What follows belongs to an exercise in optimizing a design on an open flow for small area, a short achievable clock period and few clock cycles; a production flow would make more cautious choices.
In this exercise RTL edits were held to simulation tests only and were not proved equivalent to the original.

==> flow/design.v (outline; a module is shown in full before it is edited, if it fits) <==
// module decaying_sine_click_generator_top: 236 lines
// module sine_lookup: 1302 lines
// module mul_env: 1645 lines
// module mul_ev: 1501 lines
// module mul_y: 1724 lines
// module mul_875: 1201 lines
// module add_18: 165 lines
// module add_24: 225 lines
// module add_26: 242 lines
module decaying_sine_click_generator_top #(
	parameter int SINE_TABLE_BITS   = dscg_pkg::SINE_TABLE_BITS_DEF,
	parameter int MAX_CLICK_SAMPLES = dscg_pkg::MAX_CLICK_SAMPLES_DEF
) (
	input  logic                             clk,
	input  logic                             arst_n,
	input  logic                             s_tvalid,
	output logic                             s_tready,
	input  logic [7:0]                       s_tdata,    
	output logic                             m_tvalid,
	input  logic                             m_tready,
	output logic [15:0]                      m_tdata,    
	output logic                             m_tuser,    
	output logic                             m_tlast,
	input  logic                             cfg_valid,
	output logic                             cfg_ready,
	input  logic [dscg_pkg::CFG_INDEX_W-1:0] cfg_index,
	input  logic [dscg_pkg::CFG_DATA_W-1:0]  cfg_data
);
  // ...
==> flow/flow/run.sh <==
#!/bin/bash
# Own layout flow: the standard flow, with one netlist step between synthesis and
# floorplan:
#  - fixinv.py re-chooses the polarity of every full adder (a full adder of complemented
#    inputs gives complemented outputs) to drop the inverters that Yosys's adder
#    extraction leaves between adders;
#  - peep.py merges an inverter into the gate driving it when that gate has no other
#    load and the library has its complement (nand2 + inv -> and2, ...).
# Registers and their cell types are unchanged. Each tool's output goes to its own log.
set -euo pipefail
here=$(cd "$(dirname "$0")" && pwd)
res=orfs/results/${FLOW_PLATFORM}/decaying_sine_click_generator_top/base
bash standard.sh synth > synth.log 2>&1
cp $res/1_2_yosys.v $res/1_2_yosys.orig.v
python3 "$here/fixinv.py" $res/1_2_yosys.orig.v $res/1_2_yosys.fixinv.v > fixinv.log 2>&1
python3 "$here/peep.py" $res/1_2_yosys.fixinv.v $res/1_2_yosys.v > peep.log 2>&1
# the edited netlist is newer than 1_synth.odb, so make rebuilds it and goes on
bash standard.sh finish > layout.log 2>&1
==> flow/flow/fixinv.py <==
#!/usr/bin/env python3
"""Inverter cleanup around full adders in a Yosys gate netlist (sky130hd).

A full adder is self-dual: FA(~a, ~b, ~c) = (~sum, ~cout). Yosys's adder extraction
often leaves inverters between adders. This script chooses, for every fa_* cell,
whether it works on true or complemented signals so that as few inverters as
possible are needed, then rebuilds the inverters that feed or hang off adders.
Registers and all other cells are kept as they are.

usage: fixinv.py IN.v OUT.v
"""
import re
import sys

OUTPINS = {'X', 'Y', 'Q', 'Q_N', 'SUM', 'COUT', 'HI', 'LO'}
INV_RE = re.compile(r'sky130_fd_sc_hd__inv_\d+$')
FA_RE = re.compile(r'sky130_fd_sc_hd__fa_\d+$')
NET = r'(?:\\\S+ |[^()\s,]+)'
CELL_RE = re.compile(r'(sky130_fd_sc_hd__\w+)\s+(\\\S+ |\S+)\s*\((.*?)\);', re.S)
PIN_RE = re.compile(r'\.(\w+)\(\s*(' + NET + r')\s*\)')


def main(inp, outp):
    text = open(inp).read()
    m0 = re.search(r'\bmodule\s', text)
    ports_in, ports_out = set(), set()
    for kind, rng, names in re.findall(r'^\s*(input|output|inout)\s+(\[[^\]]*\]\s*)?([^;]+);', text, re.M):
        for n in names.split(','):
            n = n.strip()
            if rng:
                hi, lo = [int(x) for x in rng.strip()[1:-1].split(':')]
                bits = [f'{n}[{k}]' for k in range(min(hi, lo), max(hi, lo) + 1)]
            else:
                bits = [n]
            (ports_in if kind == 'input' else ports_out).update(bits)
            if not rng:
                pass
    cells = []
    for m in CELL_RE.finditer(text):
        typ, name, body = m.group(1), m.group(2), m.group(3)
        pins = {}
        for pm in PIN_RE.finditer(body):
            pins[pm.group(1)] = pm.group(2).strip() if not pm.group(2).startswith('\\') else pm.group(2)
        cells.append({'type': typ, 'name': name, 'pins': pins, 'span': m.span()})
    drv = {}
    loads = {}
    for ci, c in enumerate(cells):
        for p, n in c['pins'].items():
            if p in OUTPINS:
                drv[n] = (ci, p)
            else:
                loads.setdefault(n, []).append((ci, p))

    def norm(n):
        return n.strip()

    is_inv = [bool(INV_RE.match(c['type'])) for c in cells]
    is_fa = [bool(FA_RE.match(c['type'])) for c in cells]

    def root(n):
        par = 0
        seen = 0
        while n in drv and is_inv[drv[n][0]] and seen < 1000:
            n = cells[drv[n][0]]['pins']['A']
            par ^= 1
            seen += 1
        return n, par

    # roots touching full adders
    roots = set()
    for ci, c in enumerate(cells):
        if is_fa[ci]:
            for p in ('A', 'B', 'CIN'):
                roots.add(root(c['pins'][p])[0])
            for p in ('SUM', 'COUT'):
                roots.add(c['pins'][p])
    # each root's inverter tree and its non-inverter loads (cell, pin, parity)
    tree = {}
    skip = set()
    for r in roots:
        invs = []
        lds = []
        stack = [(r, 0)]
        while stack:
            n, par = stack.pop()
            if norm(n) in ports_out or norm(n) in ports_in and n != r:
                skip.add(r)
            for ci, p in loads.get(n, []):
                if is_inv[ci]:
                    invs.append(ci)
                    stack.append((cells[ci]['pins']['Y'], par ^ 1))
                else:
                    lds.append((ci, p, par))
        if norm(r) in ports_out:
            skip.add(r)
        if r in ports_in or norm(r) in ports_in:
            skip.add(r)
        if r.startswith("1'b") or r not in drv:
            skip.add(r)
        tree[r] = (invs, lds)
    roots = [r for r in roots if r not in skip]
    rootset = set(roots)
    fa_ids = [ci for ci in range(len(cells)) if is_fa[ci]]
    # a flipped adder must see all of its inputs through handled roots
    flippable = set()
    for ci in fa_ids:
        c = cells[ci]
        ok = all(root(c['pins'][p])[0] in rootset for p in ('A', 'B', 'CIN'))
        ok = ok and all(c['pins'][p] in rootset for p in ('SUM', 'COUT'))
        if ok:
            flippable.add(ci)
    pol = {ci: 0 for ci in fa_ids}
    root_of_fa_out = {}
    for ci in fa_ids:
        for p in ('SUM', 'COUT'):
            root_of_fa_out[cells[ci]['pins'][p]] = ci
    fa_roots = {}
    for r in roots:
        for ci, p, par in tree[r][1]:
            if is_fa[ci]:
                fa_roots.setdefault(ci, set()).add(r)
    for ci in fa_ids:
        for p in ('SUM', 'COUT'):
            fa_roots.setdefault(ci, set()).add(cells[ci]['pins'][p])

    def cost(r):
        d = pol[root_of_fa_out[r]] if r in root_of_fa_out else 0
        need = set()
        for ci, p, par in tree[r][1]:
            need.add(par ^ (pol[ci] if is_fa[ci] else 0))
        return 1 if (1 - d) in need else 0

    before = sum(len(tree[r][0]) for r in roots)
    total = sum(cost(r) for r in roots)
    improved = True
    it = 0
    while improved and it < 50:
        improved = False
        it += 1
        for ci in fa_ids:
            if ci not in flippable:
                continue
            rs = [r for r in fa_roots.get(ci, ()) if r in rootset]
            old = sum(cost(r) for r in rs)
            pol[ci] ^= 1
            new = sum(cost(r) for r in rs)
            if new < old:
                total += new - old
                improved = True
            else:
                pol[ci] ^= 1
    # annealing over adder polarities to leave local minima
    import random
    rng = random.Random(1)
    fl = sorted(flippable)
    best_total = total
    best_pol = dict(pol)
    T0 = 0.6
    steps = 40 * len(fl)
    for s_i in range(steps):
        if not fl:
            break
        ci = fl[rng.randrange(len(fl))]
        rs = [r for r in fa_roots.get(ci, ()) if r in rootset]
        old = sum(cost(r) for r in rs)
        pol[ci] ^= 1
        new = sum(cost(r) for r in rs)
        dlt = new - old
        T = T0 * (1 - s_i / steps) + 1e-3
        if dlt <= 0 or rng.random() < pow(2.718, -dlt / T):
            total += dlt
            if total < best_total:
                best_total = total
                best_pol = dict(pol)
        else:
            pol[ci] ^= 1
    pol = best_pol
    # rebuild
    newpins = {}
    remove = set()
    adds = []
    k = 0
    for r in roots:
        invs, lds = tree[r]
        remove.update(invs)
        d = pol[root_of_fa_out[r]] if r in root_of_fa_out else 0
        comp = None
        for ci, p, par in lds:
            phase = par ^ (pol[ci] if is_fa[ci] else 0)
            if phase == d:
                net = r
            else:
                if comp is None:
                    k += 1
                    comp = f'_pinv{k}_'
                    adds.append((f'_pinv_cell{k}_', r, comp))
                net = comp
            newpins.setdefault(ci, {})[p] = net
    out = []
    pos = 0
    first_cell = cells[0]['span'][0] if cells else len(text)
    for ci, c in enumerate(cells):
        s, e = c['span']
        out.append(text[pos:s])
        pos = e
        if ci in remove:
            continue
        if ci in newpins:
            pins = dict(c['pins'])
            pins.update(newpins[ci])
            body = ',\n'.join(f'    .{p}({n if n.endswith(" ") or not n.startswith(chr(92)) else n + " "})' for p, n in pins.items())
            out.append(f"{c['type']} {c['name']} (\n{body}\n  );")
        else:
            out.append(text[s:e])
    out.append(text[pos:])
    res = ''.join(out)
    decl = ''.join(f'  wire {w};\n' for _, _, w in adds)
    cellstxt = ''.join(f'  sky130_fd_sc_hd__inv_1 {n} (\n    .A({a}),\n    .Y({y})\n  );\n' for n, a, y in adds)
    idx = res.rfind('endmodule')
    res = res[:idx] + decl + cellstxt + res[idx:]
    open(outp, 'w').write(res)
    sys.stderr.write(f'fixinv: {len(fa_ids)} adders, {sum(pol.values())} flipped, '
                     f'{len(remove)} inverters removed, {len(adds)} added\n')


if __name__ == '__main__':
    main(sys.argv[1], sys.argv[2])
==> flow/flow/peep.py <==
#!/usr/bin/env python3
"""Merge an inverter into the gate that drives it, when the gate drives nothing else
and the library has the gate's complement (nand2 + inv -> and2, and so on).

usage: peep.py IN.v OUT.v
"""
import re
import sys

P = 'sky130_fd_sc_hd__'
PAIRS = [('nand2_1', 'and2_1'), ('nor2_1', 'or2_1'), ('xor2_1', 'xnor2_1'),
         ('a21oi_1', 'a21o_1'), ('o21ai_1', 'o21a_1'), ('a22oi_1', 'a22o_1'),
         ('o22ai_1', 'o22a_1'), ('o221ai_1', 'o221a_1'), ('a221oi_1', 'a221o_1'),
         ('nand3_1', 'and3_1'), ('nor3_1', 'or3_1'), ('a211oi_1', 'a211o_1'),
         ('o211ai_1', 'o211a_1'), ('a31oi_1', 'a31o_1'), ('o31ai_1', 'o31a_1'),
         ('a32oi_1', 'a32o_1'), ('nand4_1', 'and4_1'), ('nor4_1', 'or4_1'),
         ('a2bb2oi_1', 'a2bb2o_1'), ('o2bb2ai_1', 'o2bb2a_1'), ('a311oi_1', 'a311o_1'),
         ('o311ai_1', 'o311a_1'), ('a41oi_1', 'a41o_1'), ('o41ai_1', 'o41a_1'),
         ('a2111oi_1', 'a2111o_1'), ('o2111ai_1', 'o2111a_1'), ('o32ai_1', 'o32a_1')]
COMP = {}
for a, b in PAIRS:
    COMP[a] = b
    COMP[b] = a
COMP['o21ai_0'] = 'o21a_1'
COMP['and2_0'] = 'nand2_1'
COMP['or2_0'] = 'nor2_1'
COMP['o311ai_0'] = 'o311a_1'
OUTPINS = {'X', 'Y', 'Q', 'Q_N', 'SUM', 'COUT', 'HI', 'LO'}
NET = r'(?:\\\S+ |[^()\s,]+)'
CELL_RE = re.compile(r'(sky130_fd_sc_hd__\w+)\s+(\\\S+ |\S+)\s*\((.*?)\);', re.S)
PIN_RE = re.compile(r'\.(\w+)\(\s*(' + NET + r')\s*\)')
INV_RE = re.compile(r'sky130_fd_sc_hd__inv_\d+$')


def outpin(t):
    return 'X' if t in ('xor2_1',) else ('Y' if t.endswith('i_1') or t.endswith('i_0') or t.startswith('n') or t.startswith('xnor') else 'X')


def main(inp, outp):
    text = open(inp).read()
    ports = set()
    for kind, rng, names in re.findall(r'^\s*(input|output|inout)\s+(\[[^\]]*\]\s*)?([^;]+);', text, re.M):
        for n in names.split(','):
            n = n.strip()
            if rng:
                hi, lo = [int(x) for x in rng.strip()[1:-1].split(':')]
                ports.update(f'{n}[{k}]' for k in range(min(hi, lo), max(hi, lo) + 1))
            ports.add(n)
    cells = []
    for m in CELL_RE.finditer(text):
        pins = {}
        for pm in PIN_RE.finditer(m.group(3)):
            pins[pm.group(1)] = pm.group(2)
        cells.append({'type': m.group(1), 'name': m.group(2), 'pins': pins, 'span': m.span()})
    drv, nload = {}, {}
    for ci, c in enumerate(cells):
        for p, n in c['pins'].items():
            if p in OUTPINS:
                drv[n] = ci
            else:
                nload[n] = nload.get(n, 0) + 1
    remove = set()
    retype = {}
    for ci, c in enumerate(cells):
        if not INV_RE.match(c['type']):
            continue
        a = c['pins']['A']
        if a.strip() in ports or nload.get(a, 0) != 1 or a not in drv:
            continue
        gi = drv[a]
        if gi in remove or gi in retype:
            continue
        g = cells[gi]
        t = g['type'][len(P):]
        if t not in COMP:
            continue
        nt = COMP[t]
        op_old = [p for p in g['pins'] if p in OUTPINS]
        if len(op_old) != 1:
            continue
        remove.add(ci)
        retype[gi] = (nt, op_old[0], c['pins']['Y'])
    out = []
    pos = 0
    for ci, c in enumerate(cells):
        s, e = c['span']
        out.append(text[pos:s])
        pos = e
        if ci in remove:
            continue
        if ci in retype:
            nt, op, y = retype[ci]
            pins = {p: n for p, n in c['pins'].items() if p != op}
            pins[outpin(nt)] = y
            body = ',\n'.join(f'    .{p}({n})' for p, n in pins.items())
            out.append(f"{P}{nt} {c['name']} (\n{body}\n  );")
        else:
            out.append(text[s:e])
    out.append(text[pos:])
    open(outp, 'w').write(''.join(out))
    sys.stderr.write(f'peep: {len(remove)} inverters merged into their drivers\n')


if __name__ == '__main__':
    main(sys.argv[1], sys.argv[2])
==> flow/standard.sh <==
#!/bin/bash
# synth_recipe.tcl (not shown) runs the flow's synth.tcl, then flattens the netlist and writes it again
# the make line also repeats each setting of config.mk as NAME=value (left out here)
make -C /OpenROAD-flow-scripts/flow DESIGN_CONFIG=/design/flow/config.mk WORK_HOME=/design/flow/orfs CLKGATE_MAP_FILE= SYNTH_SCRIPT=/design/flow/synth_recipe.tcl "${@:-finish}"
==> flow/config.mk <==
export PLATFORM = sky130hd
export DESIGN_NAME = decaying_sine_click_generator_top
export DESIGN_NICKNAME = decaying_sine_click_generator_top
export VERILOG_FILES = /design/flow/design.v
export SDC_FILE = /design/flow/constraint.sdc
export NUM_CORES = 4
export LEC_CHECK = 0
export ABC_AREA = 1
export CAP_MARGIN = 20
export CORE_MARGIN = 2
export CORE_UTILIZATION = 40
export SETUP_SLACK_MARGIN = 5
export SLEW_MARGIN = 20
export SYNTH_MEMORY_MAX_BITS = 16384
==> flow/constraint.sdc <==
create_clock -name core_clock -period 11.0 [get_ports {clk}]
set_input_delay 2.2000 -clock core_clock [delete_from_list [all_inputs] [get_ports {clk}]]
set_output_delay 2.2000 -clock core_clock [all_outputs]
set_load 0.01 [all_outputs]
==> impl_metrics.csv, run 1 <==
group,metric,value,unit
status,status,"no timing/DRC/antenna violations",
drt,vias,55872,
final_layout,multi_input_comb_cells,5415,
floorplan,die_area,150000,um^2
critical_path,crit_buf_inv,1,
global_route,grt_max_degree,114,
final_layout,largest_register_ffs,51,
global_route,grt_util_met2,44.1,%
logic_synthesis,avgSynthCellArea,8.38,um^2
sta,fmax,170,MHz
clock_tree,clkLatencyLatePin,0.65,ns
logic_synthesis,synth_fp_nets,8204,
logic_synthesis,yosysWarnings,2,
floorplan,initial_core_util,40.2,%
final_layout,seq_area,9690,um^2
critical_path,startpoint,"decay_factor_q[7]",
drt,wl_met2,97400,um
critical_path,cp.depth,17,
final_layout,syn_to_final_growth,12.1,%
sta,rsz0062_at_grt,"yes",
global_route,grt.overflow.total,0,
final_layout,fillers,14278,
logic_synthesis,syn_inst,6988,
clock_tree,cts_buffers,46,
clock_tree,cts_buffer_depth,3,
final_layout,num-nonclk-buffers,371,
clock_tree,ctsResizeCount,154,
sta,slew_viol_final,0,
drt,firstDrtPassIters,12,
clock_tree,htreeDepth,2,
critical_path,cp-end-kind,"register",
final_layout,diodes,2,
Testbench counts, summed over its fixed seeds: cycles 64,264.
==> module decaying_sine_click_generator_top, before the edit <==
module decaying_sine_click_generator_top #(
	parameter int SINE_TABLE_BITS   = dscg_pkg::SINE_TABLE_BITS_DEF,
	parameter int MAX_CLICK_SAMPLES = dscg_pkg::MAX_CLICK_SAMPLES_DEF
) (
	input  logic                             clk,
	input  logic                             arst_n,
	input  logic                             s_tvalid,
	output logic                             s_tready,
	input  logic [7:0]                       s_tdata,    
	output logic                             m_tvalid,
	input  logic                             m_tready,
	output logic [15:0]                      m_tdata,    
	output logic                             m_tuser,    
	output logic                             m_tlast,
	input  logic                             cfg_valid,
	output logic                             cfg_ready,
	input  logic [dscg_pkg::CFG_INDEX_W-1:0] cfg_index,
	input  logic [dscg_pkg::CFG_DATA_W-1:0]  cfg_data
);
	logic [22:0] phase_step_q;
	logic [15:0] click_samples_q;
	logic [15:0] volume_gain_q;
	logic [23:0] decay_factor_q;
	logic [17:0] volume_x3_q;      
	logic [25:0] decay_x3_q;       
	logic q0_v, q1_v, q1_s;
	logic s_tready_q;
	logic [23:0] phase_q;
	logic [15:0] tb_q;                     
	logic [7:0]  ts_q;                     
	logic [2:0]  tj_q;                     
	logic [1:0]  tc_q;
	logic        one_q;                    
	logic [23:0] env_q;
	logic [15:0] cnt_q;
	logic        active_q;
	logic        vb_q, vc_q;
	logic        actb_q, actc_q;
	logic        lastb_q, lastc_q;
	logic        negb_q, negc_q;
	logic [7:0]  oneb_q, twob_q;
	logic [6:0]  ngb_q;
	logic [39:0] evb_q;
	logic [50:0] yc_q;
	logic        ovfc_q;
	logic        m_tvalid_q;
	logic [15:0] m_tdata_q;
	logic        m_tuser_q;
	logic        m_tlast_q;
	logic        adv, push, pop, cfg_ok, in_s, nh_start, load_start, step_state;
	logic        last_cur, run_nxt, one_nxt;
	logic [23:0] phase_nxt, env_nxt;
	logic [SINE_TABLE_BITS-1:0] idx_nxt, addr_nxt;
	logic [15:0] tbl, mag, lb;
	logic [7:0]  ls;
	logic [1:0]  lc;
	logic [10:0] tsj;
	logic [17:0] magx;
	logic [7:0]  bone, btwo;
	logic [6:0]  bneg;
	logic [39:0] ev;
	logic [54:0] y;
	logic [14:0] z;
	logic [14:0] scaled;
	assign adv       = !m_tvalid_q || m_tready;
	assign push      = s_tvalid && s_tready_q;
	assign pop       = q0_v && adv;
	assign s_tready  = s_tready_q;
	assign cfg_ready = 1'b1;
	assign m_tvalid  = m_tvalid_q;
	assign m_tuser   = m_tuser_q;
	assign m_tlast   = m_tlast_q;
	assign m_tdata   = m_tdata_q;
	always_ff @(posedge clk or negedge arst_n) begin
		if (!arst_n) begin
			phase_step_q    <= dscg_pkg::PHASE_STEP_RST;
			click_samples_q <= dscg_pkg::CLICK_SAMPLES_RST;
			volume_gain_q   <= dscg_pkg::VOLUME_GAIN_RST;
			decay_factor_q  <= dscg_pkg::DECAY_FACTOR_RST;
		end else if (cfg_valid) begin
			unique case (cfg_index)
				dscg_pkg::REG_PHASE_STEP:    phase_step_q    <= cfg_data[22:0];
				dscg_pkg::REG_CLICK_SAMPLES: click_samples_q <= cfg_data[15:0];
				dscg_pkg::REG_VOLUME_GAIN:   volume_gain_q   <= cfg_data[15:0];
				dscg_pkg::REG_DECAY_FACTOR:  decay_factor_q  <= cfg_data[23:0];
			endcase
		end
	end
	logic [17:0] volume_x3;
	logic [25:0] decay_x3;
	add_18 u_vx3 (.a(18'(volume_gain_q)), .b({1'b0, volume_gain_q, 1'b0}), .s(volume_x3));
	add_26 u_dx3 (.a(26'(decay_factor_q)), .b({1'b0, decay_factor_q, 1'b0}), .s(decay_x3));
	always_ff @(posedge clk) begin
		volume_x3_q <= volume_x3;
		decay_x3_q  <= decay_x3;
	end
	assign cfg_ok = (phase_step_q != '0) && (click_samples_q != '0);
	assign in_s   = s_tdata[0] && cfg_ok;
	always_ff @(posedge clk or negedge arst_n) begin
		if (!arst_n) begin
			q0_v       <= 1'b0;
			q1_v       <= 1'b0;
			s_tready_q <= 1'b0;
		end else begin
			if (pop) begin
				q0_v <= q1_v || push;
				q1_v <= 1'b0;
			end else if (push) begin
				q0_v <= 1'b1;
				q1_v <= q0_v;
			end
			s_tready_q <= !(!pop && (q1_v || (q0_v && push)));
		end
	end
	always_ff @(posedge clk) begin
		if (push) begin
			q1_s <= in_s;
		end
	end
	assign nh_start   = pop ? (q1_v ? q1_s : (push && in_s)) : (push && !q0_v && in_s);
	assign step_state = pop;
	assign load_start = nh_start;
	assign last_cur  = active_q && (cnt_q == 16'd1);
	assign run_nxt   = active_q && !last_cur;
	add_24 u_ph (.a(phase_q), .b({1'b0, phase_step_q}), .s(phase_nxt));
	assign idx_nxt   = phase_nxt[21 -: SINE_TABLE_BITS];
	assign addr_nxt  = phase_nxt[22] ? (~idx_nxt + SINE_TABLE_BITS'(1)) : idx_nxt;
	assign one_nxt   = phase_nxt[22] && (idx_nxt == '0);
	sine_lookup u_tbl (
		.i (addr_nxt),
		.b (lb),
		.s (ls),
		.c (lc)
	);
	mul_env u_env (
		.a  (env_q),
		.m  (decay_factor_q),
		.m3 (decay_x3_q),
		.p  (env_nxt)
	);
	always_ff @(posedge clk or negedge arst_n) begin
		if (!arst_n) begin
			phase_q  <= '0;
			tb_q     <= '0;
			ts_q     <= '0;
			tj_q     <= '0;
			tc_q     <= '0;
			one_q    <= 1'b0;
			env_q    <= '0;
			cnt_q    <= '0;
			active_q <= 1'b0;
		end else if (load_start) begin
			phase_q  <= '0;
			tb_q     <= '0;
			ts_q     <= '0;
			tj_q     <= '0;
			tc_q     <= '0;
			one_q    <= 1'b0;
			env_q    <= dscg_pkg::ENV_FULL;
			cnt_q    <= click_samples_q;
			active_q <= 1'b1;
		end else if (step_state) begin
			phase_q  <= phase_nxt;
			tb_q     <= run_nxt ? lb : '0;
			ts_q     <= run_nxt ? ls : '0;
			tj_q     <= run_nxt ? addr_nxt[2:0] : '0;
			tc_q     <= run_nxt ? lc : '0;
			one_q    <= run_nxt && one_nxt;
			env_q    <= env_nxt;
			cnt_q    <= cnt_q - 16'd1;
			active_q <= run_nxt;
		end
	end
	assign tsj  = 11'(ts_q) * 11'(tj_q);
	assign tbl  = tb_q + 16'(tsj[10:2]) + 16'(tc_q);
	assign mag  = tbl | {one_q, 15'd0};
	assign magx = {1'b0, mag, 1'b0};
	always_comb begin
		for (int j = 0; j < 7; j++) begin
			bone[j] = magx[2*j+1] ^ magx[2*j];
			btwo[j] = (magx[2*j+2] && !magx[2*j+1] && !magx[2*j]) ||
				(!magx[2*j+2] && magx[2*j+1] && magx[2*j]);
			bneg[j] = magx[2*j+2];
		end
		bone[7] = magx[15] ^ magx[14];
		btwo[7] = magx[16] || (magx[15] && magx[14]);
	end
	mul_ev u_ev (
		.a  (env_q),
		.m  (volume_gain_q),
		.m3 (volume_x3_q),
		.p  (ev)
	);
	mul_y u_y (
		.a   (evb_q),
		.one (oneb_q),
		.two (twob_q),
		.neg (ngb_q),
		.p   (y)
	);
	mul_875 u_875 (
		.x (yc_q),
		.p (z)
	);
	assign scaled = ovfc_q ? 15'd28000 : z;
	always_ff @(posedge clk or negedge arst_n) begin
		if (!arst_n) begin
			vb_q       <= 1'b0;
			vc_q       <= 1'b0;
			m_tvalid_q <= 1'b0;
		end else if (adv) begin
			vb_q       <= q0_v;
			vc_q       <= vb_q;
			m_tvalid_q <= vc_q;
		end
	end
	always_ff @(posedge clk) begin
		if (adv) begin
			actb_q    <= active_q;
			lastb_q   <= last_cur;
			negb_q    <= phase_q[23];
			oneb_q    <= bone;
			twob_q    <= btwo;
			ngb_q     <= bneg;
			evb_q     <= ev;
			actc_q    <= actb_q;
			lastc_q   <= lastb_q;
			negc_q    <= negb_q;
			yc_q      <= y[50:0];
			ovfc_q    <= y[54:51] != '0;
			m_tuser_q <= actc_q;
			m_tlast_q <= lastc_q;
			m_tdata_q <= negc_q ? (16'd0 - {1'b0, scaled}) : {1'b0, scaled};
		end
	end
endmodule
==> inputs of run 2 (changes only) <==
--- a/flow/design.v
+++ b/flow/design.v
@@ -110,13 +110,9 @@
 			endcase
 		end
 	end
-	logic [17:0] volume_x3;
-	logic [25:0] decay_x3;
-	add_18 u_vx3 (.a(18'(volume_gain_q)), .b({1'b0, volume_gain_q, 1'b0}), .s(volume_x3));
-	add_26 u_dx3 (.a(26'(decay_factor_q)), .b({1'b0, decay_factor_q, 1'b0}), .s(decay_x3));
 	always_ff @(posedge clk) begin
-		volume_x3_q <= volume_x3;
-		decay_x3_q  <= decay_x3;
+		volume_x3_q <= 18'(volume_gain_q) + {1'b0, volume_gain_q, 1'b0};
+		decay_x3_q  <= 26'(decay_factor_q) + {1'b0, decay_factor_q, 1'b0};
 	end
 	assign cfg_ok = (phase_step_q != '0) && (click_samples_q != '0);
 	assign in_s   = s_tdata[0] && cfg_ok;
@@ -146,7 +142,7 @@
 	assign load_start = nh_start;
 	assign last_cur  = active_q && (cnt_q == 16'd1);
 	assign run_nxt   = active_q && !last_cur;
-	add_24 u_ph (.a(phase_q), .b({1'b0, phase_step_q}), .s(phase_nxt));
+	assign phase_nxt = phase_q + {1'b0, phase_step_q};
 	assign idx_nxt   = phase_nxt[21 -: SINE_TABLE_BITS];
 	assign addr_nxt  = phase_nxt[22] ? (~idx_nxt + SINE_TABLE_BITS'(1)) : idx_nxt;
 	assign one_nxt   = phase_nxt[22] && (idx_nxt == '0);
@@ -7631,635 +7627,3 @@
 	assign full[60] = kp60 ^ kG67;
 	assign p = full[60:46];
 endmodule
-module add_18 (
-	input  logic [17:0] a,
-	input  logic [17:0] b,
-	output logic [17:0] s
-);
-	logic kg0, kp0;
-	assign kg0 = a[0] & b[0];
-	assign kp0 = a[0] ^ b[0];
-	logic kg1, kp1;
-	assign kg1 = a[1] & b[1];
-	assign kp1 = a[1] ^ b[1];
-	logic kg2, kp2;
-	assign kg2 = a[2] & b[2];
-	assign kp2 = a[2] ^ b[2];
-	logic kg3, kp3;
-	assign kg3 = a[3] & b[3];
-	assign kp3 = a[3] ^ b[3];
-	logic kg4, kp4;
-	assign kg4 = a[4] & b[4];
-	assign kp4 = a[4] ^ b[4];
-	logic kg5, kp5;
-	assign kg5 = a[5] & b[5];
-	assign kp5 = a[5] ^ b[5];
-	logic kg6, kp6;
-	assign kg6 = a[6] & b[6];
-	assign kp6 = a[6] ^ b[6];
-	logic kg7, kp7;
-	assign kg7 = a[7] & b[7];
-	assign kp7 = a[7] ^ b[7];
-	logic kg8, kp8;
-	assign kg8 = a[8] & b[8];
-	assign kp8 = a[8] ^ b[8];
-	logic kg9, kp9;
-	assign kg9 = a[9] & b[9];
-	assign kp9 = a[9] ^ b[9];
-	logic kg10, kp10;
-	assign kg10 = a[10] & b[10];
-	assign kp10 = a[10] ^ b[10];
-	logic kg11, kp11;
-	assign kg11 = a[11] & b[11];
-	assign kp11 = a[11] ^ b[11];
-	logic kg12, kp12;
-	assign kg12 = a[12] & b[12];
-	assign kp12 = a[12] ^ b[12];
-	logic kg13, kp13;
-	assign kg13 = a[13] & b[13];
-	assign kp13 = a[13] ^ b[13];
-	logic kg14, kp14;
-	assign kg14 = a[14] & b[14];
-	assign kp14 = a[14] ^ b[14];
-	logic kg15, kp15;
-	assign kg15 = a[15] & b[15];
-	assign kp15 = a[15] ^ b[15];
-	logic kg16, kp16;
-	assign kg16 = a[16] & b[16];
-	assign kp16 = a[16] ^ b[16];
-	logic kg17, kp17;
-	assign kg17 = a[17] & b[17];
-	assign kp17 = a[17] ^ b[17];
-	logic kG1, kP1;
-	assign kG1 = kg1 | (kp1 & kg0);
-	assign kP1 = kp1 & kp0;
-	logic kG2, kP2;
-	assign kG2 = kg3 | (kp3 & kg2);
-	assign kP2 = kp3 & kp2;
-	logic kG3, kP3;
-	assign kG3 = kg5 | (kp5 & kg4);
-	assign kP3 = kp5 & kp4;
-	logic kG4, kP4;
-	assign kG4 = kg7 | (kp7 & kg6);
-	assign kP4 = kp7 & kp6;
-	logic kG5, kP5;
-	assign kG5 = kg9 | (kp9 & kg8);
-	assign kP5 = kp9 & kp8;
-	logic kG6, kP6;
-	assign kG6 = kg11 | (kp11 & kg10);
-	assign kP6 = kp11 & kp10;
-	logic kG7, kP7;
-	assign kG7 = kg13 | (kp13 & kg12);
-	assign kP7 = kp13 & kp12;
-	logic kG8, kP8;
-	assign kG8 = kg15 | (kp15 & kg14);
-	assign kP8 = kp15 & kp14;
-	logic kG9, kP9;
-	assign kG9 = kg17 | (kp17 & kg16);
-	assign kP9 = kp17 & kp16;
-	logic kG10, kP10;
-	assign kG10 = kG2 | (kP2 & kG1);
-	assign kP10 = kP2 & kP1;
-	logic kG11, kP11;
-	assign kG11 = kG4 | (kP4 & kG3);
-	assign kP11 = kP4 & kP3;
-	logic kG12, kP12;
-	assign kG12 = kG6 | (kP6 & kG5);
-	assign kP12 = kP6 & kP5;
-	logic kG13, kP13;
-	assign kG13 = kG8 | (kP8 & kG7);
-	assign kP13 = kP8 & kP7;
-	logic kG14, kP14;
-	assign kG14 = kG11 | (kP11 & kG10);
-	assign kP14 = kP11 & kP10;
-	logic kG15, kP15;
-	assign kG15 = kG13 | (kP13 & kG12);
-	assign kP15 = kP13 & kP12;
-	logic kG16, kP16;
-	assign kG16 = kG15 | (kP15 & kG14);
-	assign kP16 = kP15 & kP14;
-	logic kG17, kP17;
-	assign kG17 = kG12 | (kP12 & kG14);
-	assign kP17 = kP12 & kP14;
-	logic kG18, kP18;
-	assign kG18 = kG3 | (kP3 & kG10);
-	assign kP18 = kP3 & kP10;
-	logic kG19, kP19;
-	assign kG19 = kG5 | (kP5 & kG14);
-	assign kP19 = kP5 & kP14;
-	logic kG20, kP20;
-	assign kG20 = kG7 | (kP7 & kG17);
-	assign kP20 = kP7 & kP17;
-	logic kG21, kP21;
-	assign kG21 = kG9 | (kP9 & kG16);
-	assign kP21 = kP9 & kP16;
-	logic kG22, kP22;
-	assign kG22 = kg2 | (kp2 & kG1);
-	assign kP22 = kp2 & kP1;
-	logic kG23, kP23;
-	assign kG23 = kg4 | (kp4 & kG10);
-	assign kP23 = kp4 & kP10;
-	logic kG24, kP24;
-	assign kG24 = kg6 | (kp6 & kG18);
-	assign kP24 = kp6 & kP18;
-	logic kG25, kP25;
-	assign kG25 = kg8 | (kp8 & kG14);
-	assign kP25 = kp8 & kP14;
-	logic kG26, kP26;
-	assign kG26 = kg10 | (kp10 & kG19);
-	assign kP26 = kp10 & kP19;
-	logic kG27, kP27;
-	assign kG27 = kg12 | (kp12 & kG17);
-	assign kP27 = kp12 & kP17;
-	logic kG28, kP28;
-	assign kG28 = kg14 | (kp14 & kG20);
-	assign kP28 = kp14 & kP20;
-	logic kG29, kP29;
-	assign kG29 = kg16 | (kp16 & kG16);
-	assign kP29 = kp16 & kP16;
-	assign s[0] = kp0;
-	assign s[1] = kp1 ^ kg0;
-	assign s[2] = kp2 ^ kG1;
-	assign s[3] = kp3 ^ kG22;
-	assign s[4] = kp4 ^ kG10;
-	assign s[5] = kp5 ^ kG23;
-	assign s[6] = kp6 ^ kG18;
-	assign s[7] = kp7 ^ kG24;
-	assign s[8] = kp8 ^ kG14;
-	assign s[9] = kp9 ^ kG25;
-	assign s[10] = kp10 ^ kG19;
-	assign s[11] = kp11 ^ kG26;
-	assign s[12] = kp12 ^ kG17;
-	assign s[13] = kp13 ^ kG27;
-	assign s[14] = kp14 ^ kG20;
-	assign s[15] = kp15 ^ kG28;
-	assign s[16] = kp16 ^ kG16;
-	assign s[17] = kp17 ^ kG29;
-endmodule
-module add_24 (
-	input  logic [23:0] a,
-	input  logic [23:0] b,
-	output logic [23:0] s
-);
-	logic kg0, kp0;
-	assign kg0 = a[0] & b[0];
-	assign kp0 = a[0] ^ b[0];
-	logic kg1, kp1;
-	assign kg1 = a[1] & b[1];
-	assign kp1 = a[1] ^ b[1];
-	logic kg2, kp2;
-	assign kg2 = a[2] & b[2];
-	assign kp2 = a[2] ^ b[2];
-	logic kg3, kp3;
-	assign kg3 = a[3] & b[3];
-	assign kp3 = a[3] ^ b[3];
-	logic kg4, kp4;
-	assign kg4 = a[4] & b[4];
-	assign kp4 = a[4] ^ b[4];
-	logic kg5, kp5;
-	assign kg5 = a[5] & b[5];
-	assign kp5 = a[5] ^ b[5];
-	logic kg6, kp6;
-	assign kg6 = a[6] & b[6];
-	assign kp6 = a[6] ^ b[6];
-	logic kg7, kp7;
-	assign kg7 = a[7] & b[7];
-	assign kp7 = a[7] ^ b[7];
-	logic kg8, kp8;
-	assign kg8 = a[8] & b[8];
-	assign kp8 = a[8] ^ b[8];
-	logic kg9, kp9;
-	assign kg9 = a[9] & b[9];
-	assign kp9 = a[9] ^ b[9];
-	logic kg10, kp10;
-	assign kg10 = a[10] & b[10];
-	assign kp10 = a[10] ^ b[10];
-	logic kg11, kp11;
-	assign kg11 = a[11] & b[11];
-	assign kp11 = a[11] ^ b[11];
-	logic kg12, kp12;
-	assign kg12 = a[12] & b[12];
-	assign kp12 = a[12] ^ b[12];
-	logic kg13, kp13;
-	assign kg13 = a[13] & b[13];
-	assign kp13 = a[13] ^ b[13];
-	logic kg14, kp14;
-	assign kg14 = a[14] & b[14];
-	assign kp14 = a[14] ^ b[14];
-	logic kg15, kp15;
-	assign kg15 = a[15] & b[15];
-	assign kp15 = a[15] ^ b[15];
-	logic kg16, kp16;
-	assign kg16 = a[16] & b[16];
-	assign kp16 = a[16] ^ b[16];
-	logic kg17, kp17;
-	assign kg17 = a[17] & b[17];
-	assign kp17 = a[17] ^ b[17];
-	logic kg18, kp18;
-	assign kg18 = a[18] & b[18];
-	assign kp18 = a[18] ^ b[18];
-	logic kg19, kp19;
-	assign kg19 = a[19] & b[19];
-	assign kp19 = a[19] ^ b[19];
-	logic kg20, kp20;
-	assign kg20 = a[20] & b[20];
-	assign kp20 = a[20] ^ b[20];
-	logic kg21, kp21;
-	assign kg21 = a[21] & b[21];
-	assign kp21 = a[21] ^ b[21];
-	logic kg22, kp22;
-	assign kg22 = a[22] & b[22];
-	assign kp22 = a[22] ^ b[22];
-	logic kg23, kp23;
-	assign kg23 = a[23] & b[23];
-	assign kp23 = a[23] ^ b[23];
-	logic kG1, kP1;
-	assign kG1 = kg1 | (kp1 & kg0);
-	assign kP1 = kp1 & kp0;
-	logic kG2, kP2;
-	assign kG2 = kg3 | (kp3 & kg2);
-	assign kP2 = kp3 & kp2;
-	logic kG3, kP3;
-	assign kG3 = kg5 | (kp5 & kg4);
-	assign kP3 = kp5 & kp4;
-	logic kG4, kP4;
-	assign kG4 = kg7 | (kp7 & kg6);
-	assign kP4 = kp7 & kp6;
-	logic kG5, kP5;
-	assign kG5 = kg9 | (kp9 & kg8);
-	assign kP5 = kp9 & kp8;
-	logic kG6, kP6;
-	assign kG6 = kg11 | (kp11 & kg10);
-	assign kP6 = kp11 & kp10;
-	logic kG7, kP7;
-	assign kG7 = kg13 | (kp13 & kg12);
-	assign kP7 = kp13 & kp12;
-	logic kG8, kP8;
-	assign kG8 = kg15 | (kp15 & kg14);
-	assign kP8 = kp15 & kp14;
-	logic kG9, kP9;
-	assign kG9 = kg17 | (kp17 & kg16);
-	assign kP9 = kp17 & kp16;
-	logic kG10, kP10;
-	assign kG10 = kg19 | (kp19 & kg18);
-	assign kP10 = kp19 & kp18;
-	logic kG11, kP11;
-	assign kG11 = kg21 | (kp21 & kg20);
-	assign kP11 = kp21 & kp20;
-	logic kG12, kP12;
-	assign kG12 = kg23 | (kp23 & kg22);
-	assign kP12 = kp23 & kp22;
-	logic kG13, kP13;
-	assign kG13 = kG2 | (kP2 & kG1);
-	assign kP13 = kP2 & kP1;
-	logic kG14, kP14;
-	assign kG14 = kG4 | (kP4 & kG3);
-	assign kP14 = kP4 & kP3;
-	logic kG15, kP15;
-	assign kG15 = kG6 | (kP6 & kG5);
-	assign kP15 = kP6 & kP5;
-	logic kG16, kP16;
-	assign kG16 = kG8 | (kP8 & kG7);
-	assign kP16 = kP8 & kP7;
-	logic kG17, kP17;
-	assign kG17 = kG10 | (kP10 & kG9);
-	assign kP17 = kP10 & kP9;
-	logic kG18, kP18;
-	assign kG18 = kG12 | (kP12 & kG11);
-	assign kP18 = kP12 & kP11;
-	logic kG19, kP19;
-	assign kG19 = kG14 | (kP14 & kG13);
-	assign kP19 = kP14 & kP13;
-	logic kG20, kP20;
-	assign kG20 = kG16 | (kP16 & kG15);
-	assign kP20 = kP16 & kP15;
-	logic kG21, kP21;
-	assign kG21 = kG18 | (kP18 & kG17);
-	assign kP21 = kP18 & kP17;
-	logic kG22, kP22;
-	assign kG22 = kG20 | (kP20 & kG19);
-	assign kP22 = kP20 & kP19;
-	logic kG23, kP23;
-	assign kG23 = kG21 | (kP21 & kG22);
-	assign kP23 = kP21 & kP22;
-	logic kG24, kP24;
-	assign kG24 = kG15 | (kP15 & kG19);
-	assign kP24 = kP15 & kP19;
-	logic kG25, kP25;
-	assign kG25 = kG17 | (kP17 & kG22);
-	assign kP25 = kP17 & kP22;
-	logic kG26, kP26;
-	assign kG26 = kG3 | (kP3 & kG13);
-	assign kP26 = kP3 & kP13;
-	logic kG27, kP27;
-	assign kG27 = kG5 | (kP5 & kG19);
-	assign kP27 = kP5 & kP19;
-	logic kG28, kP28;
-	assign kG28 = kG7 | (kP7 & kG24);
-	assign kP28 = kP7 & kP24;
-	logic kG29, kP29;
-	assign kG29 = kG9 | (kP9 & kG22);
-	assign kP29 = kP9 & kP22;
-	logic kG30, kP30;
-	assign kG30 = kG11 | (kP11 & kG25);
-	assign kP30 = kP11 & kP25;
-	logic kG31, kP31;
-	assign kG31 = kg2 | (kp2 & kG1);
-	assign kP31 = kp2 & kP1;
-	logic kG32, kP32;
-	assign kG32 = kg4 | (kp4 & kG13);
-	assign kP32 = kp4 & kP13;
-	logic kG33, kP33;
-	assign kG33 = kg6 | (kp6 & kG26);
-	assign kP33 = kp6 & kP26;
-	logic kG34, kP34;
-	assign kG34 = kg8 | (kp8 & kG19);
-	assign kP34 = kp8 & kP19;
-	logic kG35, kP35;
-	assign kG35 = kg10 | (kp10 & kG27);
-	assign kP35 = kp10 & kP27;
-	logic kG36, kP36;
-	assign kG36 = kg12 | (kp12 & kG24);
-	assign kP36 = kp12 & kP24;
-	logic kG37, kP37;
-	assign kG37 = kg14 | (kp14 & kG28);
-	assign kP37 = kp14 & kP28;
-	logic kG38, kP38;
-	assign kG38 = kg16 | (kp16 & kG22);
-	assign kP38 = kp16 & kP22;
-	logic kG39, kP39;
-	assign kG39 = kg18 | (kp18 & kG29);
-	assign kP39 = kp18 & kP29;
-	logic kG40, kP40;
-	assign kG40 = kg20 | (kp20 & kG25);
-	assign kP40 = kp20 & kP25;
-	logic kG41, kP41;
-	assign kG41 = kg22 | (kp22 & kG30);
-	assign kP41 = kp22 & kP30;
-	assign s[0] = kp0;
-	assign s[1] = kp1 ^ kg0;
-	assign s[2] = kp2 ^ kG1;
-	assign s[3] = kp3 ^ kG31;
-	assign s[4] = kp4 ^ kG13;
-	assign s[5] = kp5 ^ kG32;
-	assign s[6] = kp6 ^ kG26;
-	assign s[7] = kp7 ^ kG33;
-	assign s[8] = kp8 ^ kG19;
-	assign s[9] = kp9 ^ kG34;
-	assign s[10] = kp10 ^ kG27;
-	assign s[11] = kp11 ^ kG35;
-	assign s[12] = kp12 ^ kG24;
-	assign s[13] = kp13 ^ kG36;
-	assign s[14] = kp14 ^ kG28;
-	assign s[15] = kp15 ^ kG37;
-	assign s[16] = kp16 ^ kG22;
-	assign s[17] = kp17 ^ kG38;
-	assign s[18] = kp18 ^ kG29;
-	assign s[19] = kp19 ^ kG39;
-	assign s[20] = kp20 ^ kG25;
-	assign s[21] = kp21 ^ kG40;
-	assign s[22] = kp22 ^ kG30;
-	assign s[23] = kp23 ^ kG41;
-endmodule
-module add_26 (
-	input  logic [25:0] a,
-	input  logic [25:0] b,
-	output logic [25:0] s
-);
-	logic kg0, kp0;
-	assign kg0 = a[0] & b[0];
-	assign kp0 = a[0] ^ b[0];
-	logic kg1, kp1;
-	assign kg1 = a[1] & b[1];
-	assign kp1 = a[1] ^ b[1];
-	logic kg2, kp2;
-	assign kg2 = a[2] & b[2];
-	assign kp2 = a[2] ^ b[2];
-	logic kg3, kp3;
-	assign kg3 = a[3] & b[3];
-	assign kp3 = a[3] ^ b[3];
-	logic kg4, kp4;
-	assign kg4 = a[4] & b[4];
-	assign kp4 = a[4] ^ b[4];
-	logic kg5, kp5;
-	assign kg5 = a[5] & b[5];
-	assign kp5 = a[5] ^ b[5];
-	logic kg6, kp6;
-	assign kg6 = a[6] & b[6];
-	assign kp6 = a[6] ^ b[6];
-	logic kg7, kp7;
-	assign kg7 = a[7] & b[7];
-	assign kp7 = a[7] ^ b[7];
-	logic kg8, kp8;
-	assign kg8 = a[8] & b[8];
-	assign kp8 = a[8] ^ b[8];
-	logic kg9, kp9;
-	assign kg9 = a[9] & b[9];
-	assign kp9 = a[9] ^ b[9];
-	logic kg10, kp10;
-	assign kg10 = a[10] & b[10];
-	assign kp10 = a[10] ^ b[10];
-	logic kg11, kp11;
-	assign kg11 = a[11] & b[11];
-	assign kp11 = a[11] ^ b[11];
-	logic kg12, kp12;
-	assign kg12 = a[12] & b[12];
-	assign kp12 = a[12] ^ b[12];
-	logic kg13, kp13;
-	assign kg13 = a[13] & b[13];
-	assign kp13 = a[13] ^ b[13];
-	logic kg14, kp14;
-	assign kg14 = a[14] & b[14];
-	assign kp14 = a[14] ^ b[14];
-	logic kg15, kp15;
-	assign kg15 = a[15] & b[15];
-	assign kp15 = a[15] ^ b[15];
-	logic kg16, kp16;
-	assign kg16 = a[16] & b[16];
-	assign kp16 = a[16] ^ b[16];
-	logic kg17, kp17;
-	assign kg17 = a[17] & b[17];
-	assign kp17 = a[17] ^ b[17];
-	logic kg18, kp18;
-	assign kg18 = a[18] & b[18];
-	assign kp18 = a[18] ^ b[18];
-	logic kg19, kp19;
-	assign kg19 = a[19] & b[19];
-	assign kp19 = a[19] ^ b[19];
-	logic kg20, kp20;
-	assign kg20 = a[20] & b[20];
-	assign kp20 = a[20] ^ b[20];
-	logic kg21, kp21;
-	assign kg21 = a[21] & b[21];
-	assign kp21 = a[21] ^ b[21];
-	logic kg22, kp22;
-	assign kg22 = a[22] & b[22];
-	assign kp22 = a[22] ^ b[22];
-	logic kg23, kp23;
-	assign kg23 = a[23] & b[23];
-	assign kp23 = a[23] ^ b[23];
-	logic kg24, kp24;
-	assign kg24 = a[24] & b[24];
-	assign kp24 = a[24] ^ b[24];
-	logic kg25, kp25;
-	assign kg25 = a[25] & b[25];
-	assign kp25 = a[25] ^ b[25];
-	logic kG1, kP1;
-	assign kG1 = kg1 | (kp1 & kg0);
-	assign kP1 = kp1 & kp0;
-	logic kG2, kP2;
-	assign kG2 = kg3 | (kp3 & kg2);
-	assign kP2 = kp3 & kp2;
-	logic kG3, kP3;
-	assign kG3 = kg5 | (kp5 & kg4);
-	assign kP3 = kp5 & kp4;
-	logic kG4, kP4;
-	assign kG4 = kg7 | (kp7 & kg6);
-	assign kP4 = kp7 & kp6;
-	logic kG5, kP5;
-	assign kG5 = kg9 | (kp9 & kg8);
-	assign kP5 = kp9 & kp8;
-	logic kG6, kP6;
-	assign kG6 = kg11 | (kp11 & kg10);
-	assign kP6 = kp11 & kp10;
-	logic kG7, kP7;
-	assign kG7 = kg13 | (kp13 & kg12);
-	assign kP7 = kp13 & kp12;
-	logic kG8, kP8;
-	assign kG8 = kg15 | (kp15 & kg14);
-	assign kP8 = kp15 & kp14;
-	logic kG9, kP9;
-	assign kG9 = kg17 | (kp17 & kg16);
-	assign kP9 = kp17 & kp16;
-	logic kG10, kP10;
-	assign kG10 = kg19 | (kp19 & kg18);
-	assign kP10 = kp19 & kp18;
-	logic kG11, kP11;
-	assign kG11 = kg21 | (kp21 & kg20);
-	assign kP11 = kp21 & kp20;
-	logic kG12, kP12;
-	assign kG12 = kg23 | (kp23 & kg22);
-	assign kP12 = kp23 & kp22;
-	logic kG13, kP13;
-	assign kG13 = kg25 | (kp25 & kg24);
-	assign kP13 = kp25 & kp24;
-	logic kG14, kP14;
-	assign kG14 = kG2 | (kP2 & kG1);
-	assign kP14 = kP2 & kP1;
-	logic kG15, kP15;
-	assign kG15 = kG4 | (kP4 & kG3);
-	assign kP15 = kP4 & kP3;
-	logic kG16, kP16;
-	assign kG16 = kG6 | (kP6 & kG5);
-	assign kP16 = kP6 & kP5;
-	logic kG17, kP17;
-	assign kG17 = kG8 | (kP8 & kG7);
-	assign kP17 = kP8 & kP7;
-	logic kG18, kP18;
-	assign kG18 = kG10 | (kP10 & kG9);
-	assign kP18 = kP10 & kP9;
-	logic kG19, kP19;
-	assign kG19 = kG12 | (kP12 & kG11);
-	assign kP19 = kP12 & kP11;
-	logic kG20, kP20;
-	assign kG20 = kG15 | (kP15 & kG14);
-	assign kP20 = kP15 & kP14;
-	logic kG21, kP21;
-	assign kG21 = kG17 | (kP17 & kG16);
-	assign kP21 = kP17 & kP16;
-	logic kG22, kP22;
-	assign kG22 = kG19 | (kP19 & kG18);
-	assign kP22 = kP19 & kP18;
-	logic kG23, kP23;
-	assign kG23 = kG21 | (kP21 & kG20);
-	assign kP23 = kP21 & kP20;
-	logic kG24, kP24;
-	assign kG24 = kG22 | (kP22 & kG23);
-	assign kP24 = kP22 & kP23;
-	logic kG25, kP25;
-	assign kG25 = kG16 | (kP16 & kG20);
-	assign kP25 = kP16 & kP20;
-	logic kG26, kP26;
-	assign kG26 = kG18 | (kP18 & kG23);
-	assign kP26 = kP18 & kP23;
-	logic kG27, kP27;
-	assign kG27 = kG3 | (kP3 & kG14);
-	assign kP27 = kP3 & kP14;
-	logic kG28, kP28;
-	assign kG28 = kG5 | (kP5 & kG20);
-	assign kP28 = kP5 & kP20;
-	logic kG29, kP29;
-	assign kG29 = kG7 | (kP7 & kG25);
-	assign kP29 = kP7 & kP25;
-	logic kG30, kP30;
-	assign kG30 = kG9 | (kP9 & kG23);
-	assign kP30 = kP9 & kP23;
-	logic kG31, kP31;
-	assign kG31 = kG11 | (kP11 & kG26);
-	assign kP31 = kP11 & kP26;
-	logic kG32, kP32;
-	assign kG32 = kG13 | (kP13 & kG24);
-	assign kP32 = kP13 & kP24;
-	logic kG33, kP33;
-	assign kG33 = kg2 | (kp2 & kG1);
-	assign kP33 = kp2 & kP1;
-	logic kG34, kP34;
-	assign kG34 = kg4 | (kp4 & kG14);
-	assign kP34 = kp4 & kP14;
-	logic kG35, kP35;
-	assign kG35 = kg6 | (kp6 & kG27);
-	assign kP35 = kp6 & kP27;
-	logic kG36, kP36;
-	assign kG36 = kg8 | (kp8 & kG20);
-	assign kP36 = kp8 & kP20;
-	logic kG37, kP37;
-	assign kG37 = kg10 | (kp10 & kG28);
-	assign kP37 = kp10 & kP28;
-	logic kG38, kP38;
-	assign kG38 = kg12 | (kp12 & kG25);
-	assign kP38 = kp12 & kP25;
-	logic kG39, kP39;
-	assign kG39 = kg14 | (kp14 & kG29);
-	assign kP39 = kp14 & kP29;
-	logic kG40, kP40;
-	assign kG40 = kg16 | (kp16 & kG23);
-	assign kP40 = kp16 & kP23;
-	logic kG41, kP41;
-	assign kG41 = kg18 | (kp18 & kG30);
-	assign kP41 = kp18 & kP30;
-	logic kG42, kP42;
-	assign kG42 = kg20 | (kp20 & kG26);
-	assign kP42 = kp20 & kP26;
-	logic kG43, kP43;
-	assign kG43 = kg22 | (kp22 & kG31);
-	assign kP43 = kp22 & kP31;
-	logic kG44, kP44;
-	assign kG44 = kg24 | (kp24 & kG24);
-	assign kP44 = kp24 & kP24;
-	assign s[0] = kp0;
-	assign s[1] = kp1 ^ kg0;
-	assign s[2] = kp2 ^ kG1;
-	assign s[3] = kp3 ^ kG33;
-	assign s[4] = kp4 ^ kG14;
-	assign s[5] = kp5 ^ kG34;
-	assign s[6] = kp6 ^ kG27;
-	assign s[7] = kp7 ^ kG35;
-	assign s[8] = kp8 ^ kG20;
-	assign s[9] = kp9 ^ kG36;
-	assign s[10] = kp10 ^ kG28;
-	assign s[11] = kp11 ^ kG37;
-	assign s[12] = kp12 ^ kG25;
-	assign s[13] = kp13 ^ kG38;
-	assign s[14] = kp14 ^ kG29;
-	assign s[15] = kp15 ^ kG39;
-	assign s[16] = kp16 ^ kG23;
-	assign s[17] = kp17 ^ kG40;
-	assign s[18] = kp18 ^ kG30;
-	assign s[19] = kp19 ^ kG41;
-	assign s[20] = kp20 ^ kG26;
-	assign s[21] = kp21 ^ kG42;
-	assign s[22] = kp22 ^ kG31;
-	assign s[23] = kp23 ^ kG43;
-	assign s[24] = kp24 ^ kG24;
-	assign s[25] = kp25 ^ kG44;
-endmodule
==> flow/run.sh (new file) <==
#!/bin/bash
# synth_recipe.tcl (not shown) runs the flow's synth.tcl, then flattens the netlist and writes it again
# the make line also repeats each setting of config.mk as NAME=value (left out here)
make -C /OpenROAD-flow-scripts/flow DESIGN_CONFIG=/design/flow/config.mk WORK_HOME=/design/flow/orfs CLKGATE_MAP_FILE= SYNTH_SCRIPT=/design/flow/synth_recipe.tcl finish
removed: flow/flow/run.sh
removed: flow/flow/fixinv.py
removed: flow/flow/peep.py
removed: flow/standard.sh
==> run 2 against run 1 <==
  * Via count up 5.0%
  * Maximum frequency down 0.90%
  * First-iteration DRC count up 5.6%
  * Highest routed layer unchanged
==> impl_metrics.csv, run 2 <==
group,metric,value,unit
logic_synthesis,synth_fp_nets,8868,
placement,globalplace.congestion,1.00,
clock_tree,clkLatencyLatePin,0.65,ns
floorplan,rows,143,
sta,slew_viol_final,0,
status,status,"no timing/DRC/antenna violations",
sta,finalSetupViolations,0,
sta,fin_setup_tns,0,ns
final_layout,reg_top3,"yc_q: 51 flops, evb_q: 40 flops, decay_x3_q: 26 flops",
drt,via_per_inst,6.08,
clock_tree,clock_sinks,363,
logic_synthesis,synth_ff_type,"dfrtp_1",
critical_path,path_class,"reg -> reg",
final_layout,layout_commonest_cell,"inv_1",
sta,fin_hold_ws,0.432,ns
floorplan,fp.dieH,394,um
global_route,grt_max_degree,75,
placement,dp.final_hpwl,157000,um
sta,skew,0.0481,ns
logic_synthesis,netlist.area_leader.share,25.3,%
clock_tree,cts_buffers,48,
final_layout,final_cell_mix,"inv_1, nand2_1, fa_1",
clock_tree,htreeDepth,2,
global_route,grt.overflow.total,0,
clock_tree,clockRootBuffer,"clkbuf_16",
sta,finalCritPeriodShare,54.0,%
critical_path,r2r_slack,5.05,ns
logic_synthesis,yosysWarnings,2,
drt,vias,58692,
logic_synthesis,ys_seq_area_share,15.8,%
logic_synthesis,ys_seq_elements,363,
clock_tree,cts_tree,"done",
logic_synthesis,avgSynthCellArea,7.91,um^2
clock_tree,clkTransAtPathRegs,0.06,ns
critical_path,cp-end-kind,"register",
logic_synthesis,syn_inst,7675,
sta,relSlewSlack,4.29,%
logic_synthesis,ys_types,78,
worst_hold_path,hold_class,"reg -> reg",
sta,tightest_slew,1.42,ns
critical_path,startpoint_type,"register",
logic_synthesis,synth_area_leaders,"fa_1, inv_1, ha_1",
floorplan,die_area,155000,um^2
sta,period_needed,5.95,ns
final_layout,nNetsFinal,8780,
logic_synthesis,yosysTopAreaCell,"fa_1",
global_route,gr-usage-all-layers,28.6,%
drt,wl_per_cell,24.3,um
final_layout,top_register,"yc_q",
sta,rsz0062_at_grt,"yes",
final_layout,drive_gt1_share,9.95,%
final_layout,fillers,15188,
floorplan,ios,60,
logic_synthesis,async_flop_share,49.3,%
floorplan,core-area,151000,um^2
logic_synthesis,yosys.cell_count.top_type,"inv_1",
logic_synthesis,synth_enable_flop_cells,140,
final_layout,syn_to_final_growth,11.7,%
critical_path,worst-path-max-fanout,17,
drt,ant_nets,0,
logic_synthesis,ys_top_cells_by_count,"inv_1, nand2_1, fa_1",
floorplan,initial_core_util,40.1,%
clock_tree,cts_buffer_depth,3,
drt,drc,0,
global_route,grt_pass1_wl,347000,um
sta,fmax,168,MHz
sta,hold_viol,0,
drt,wirelength,234000,um
floorplan,die_x,394,um
drt,firstDrtPassIters,11,
job,max_cap_violations,0,
drt,drt-initial-drc-count,7829,
global_route,antenna_found_initial,2,
clock_tree,cts_hold_buffers,0,
critical_path,crit_arrival,6.53,ns
placement,io_buffers,51,
global_route,first_global_vias,56977,
final_layout,largest_register_ffs,51,
logic_synthesis,syn_area,60700,um^2
critical_path,cp.required,11.58,ns
==> run 2: cell types whose count changed in the layout (fill, tap and decap cells not counted), moves of 35 or more <==
| cell | previous run | this run |
|---|---|---|
| a21o_1 | 66 | 20 |
| inv_1 | 647 | 1271 |
| nand3_1 | 243 | 199 |
| nand2_1 | 1136 | 1217 |
| and2_1 | 36 | 1 |
| buf_4 | 237 | 190 |
| a21oi_1 | 450 | 521 |
==> run 2: logic make-up (layout without fill, tap and decap cells) <==
group / after synthesis / after routing / share of synthesized area (%)
XOR/XNOR: 447 / 447 / 6.47
adder cells (fa/ha/maj): 1154 / 1154 / 33.3
other: 1 / 2 / 0.00617
AO/OA/AOI/OAI: 1916 / 1916 / 19.4
flip-flops: 363 / 363 / 15.8
AND/OR/NAND/NOR: 1931 / 1932 / 13.2
buffers and inverters: 1863 / 1813 / 11.8
==> run 2: final cells by class <==
cell class | count | area [um^2] | area share, %
antenna | 1 | 2.50 | 0.00369
timing repair buffer | 333 | 3630 | 5.36
clock buffer | 66 | 1330 | 1.96
sequential | 363 | 9680 | 14.3
inverter | 1388 | 5480 | 8.08
clock inverter | 23 | 245 | 0.361
timing repair inverter | 3 | 17.5 | 0.0258
multi-input combinational | 5450 | 44900 | 66.2
tap | 2030 | 2540 | 3.74
==> run 2: worst max-delay path, stage by stage (launching register included) <==
cell and delay, ns:
dfrtp_1 0.34, buf_6 0.26, clkinvlp_4 0.30, buf_4 0.25, o22ai_1 0.21, a21oi_1 0.10
fa_1 0.42, inv_1 0.09, fa_1 0.43, fa_1 0.51, inv_1 0.06, fa_1 0.35
inv_1 0.08, fa_1 0.50, ha_4 0.33, nand2_1 0.10, nor2_2 0.17, inv_1 0.07
nor4_1 0.23, nand2_1 0.11, nand2_2 0.15, buf_4 0.13, nand4_1 0.17, a21oi_2 0.18
nor2_1 0.05, nand2_1 0.09, o21ai_0 0.08, inv_1 0.07
==> run 2: path summary, 6_finish.rpt <==
kind / to / start / cells past startpoint
max in group asynchronous: tb_q[3] / arst_n / 3
worst min-delay path: m_tuser_q / actc_q / 0
worst max-delay path: env_q[16] / decay_factor_q[6] / 27
worst min register to register: m_tuser_q / actc_q / 0
worst max register to register: env_q[16] / decay_factor_q[6] / 27
min in group asynchronous: env_q[19] / arst_n / 1
==> run 2: timing repair <==
item,4_1_cts,5_1_grt
buffers inserted,59,99
endpoints found under the hold margin,0,0
pin swaps,11,49
cloned,7,16
setup endpoints to repair,54,48
resized for setup,178,324
==> run 2: per-layer routing <==
| layer | part of all wire [%] | wire, um | global-route usage, % | up-vias |
|---|---|---|---|---|
| li1 | - | - | - | 25324 |
| met1 | 38 | 89000 | 37.2 | 28052 |
| met2 | 42 | 99100 | 43.4 | 4116 |
| met3 | 13 | 30100 | 8.69 | 1194 |
| met4 | 6.9 | 16200 | 13.6 | 6 |
| met5 | 0.060 | 141 | 0 | - |
==> run 2: stage by stage <==
| stage | setup WS [ns] | utilization [%] | instances | instance area [um^2] |
|---|---|---|---|---|
| detailed placement | 4.14 | 41.4 | 9386 | 62600 |
| global route | 4.94 | 44.8 | 9656 | 67900 |
| global placement | 4.20 | 41.4 | 9386 | 62600 |
| CTS | 5.00 | 43.3 | 9541 | 65500 |
| finish | 5.05 | 44.8 | 9657 | 67900 |
| floorplan | 5.07 | - | 7675 | 60700 |
Testbench counts of run 2, summed over its fixed seeds: cycles 64,264.

static timing again, ports no longer ideal:
How much do the figures lean on ideal ports? The routed layouts below were timed once more, with nothing changed but the port constraints.
Step 1: set_driving_cell puts a clkbuf_16 on clk and a buf_2 on each other input, an assumption about the parent block.
Step 2 times the ports against the registers' clock, not the clock port: input delays grow and output delays shrink by t, the midpoint of the rising clock arrivals with the driver on.
Three values: ideal ports, drivers, drivers and shift; two values: the first two.
run | shift t [ns] | setup slack, ns | clock arrival spread, ns | slew at the worst register clock pin (ns) | cell pins on the clock port's net
run 1 | 0.712 | 5.108 / 5.108 / 4.941 | 0.049 / 0.048 | 0.06 / 0.06 | 1
run 2 | 0.718 | 5.055 / 5.055 / 4.754 | 0.050 / 0.051 | 0.06 / 0.06 | 1
After both steps setup and hold are still met in every run listed. For run 2, which loses most, drivers alone change the setup slack by 0.000 ns; drivers and shift together by -0.301 ns.
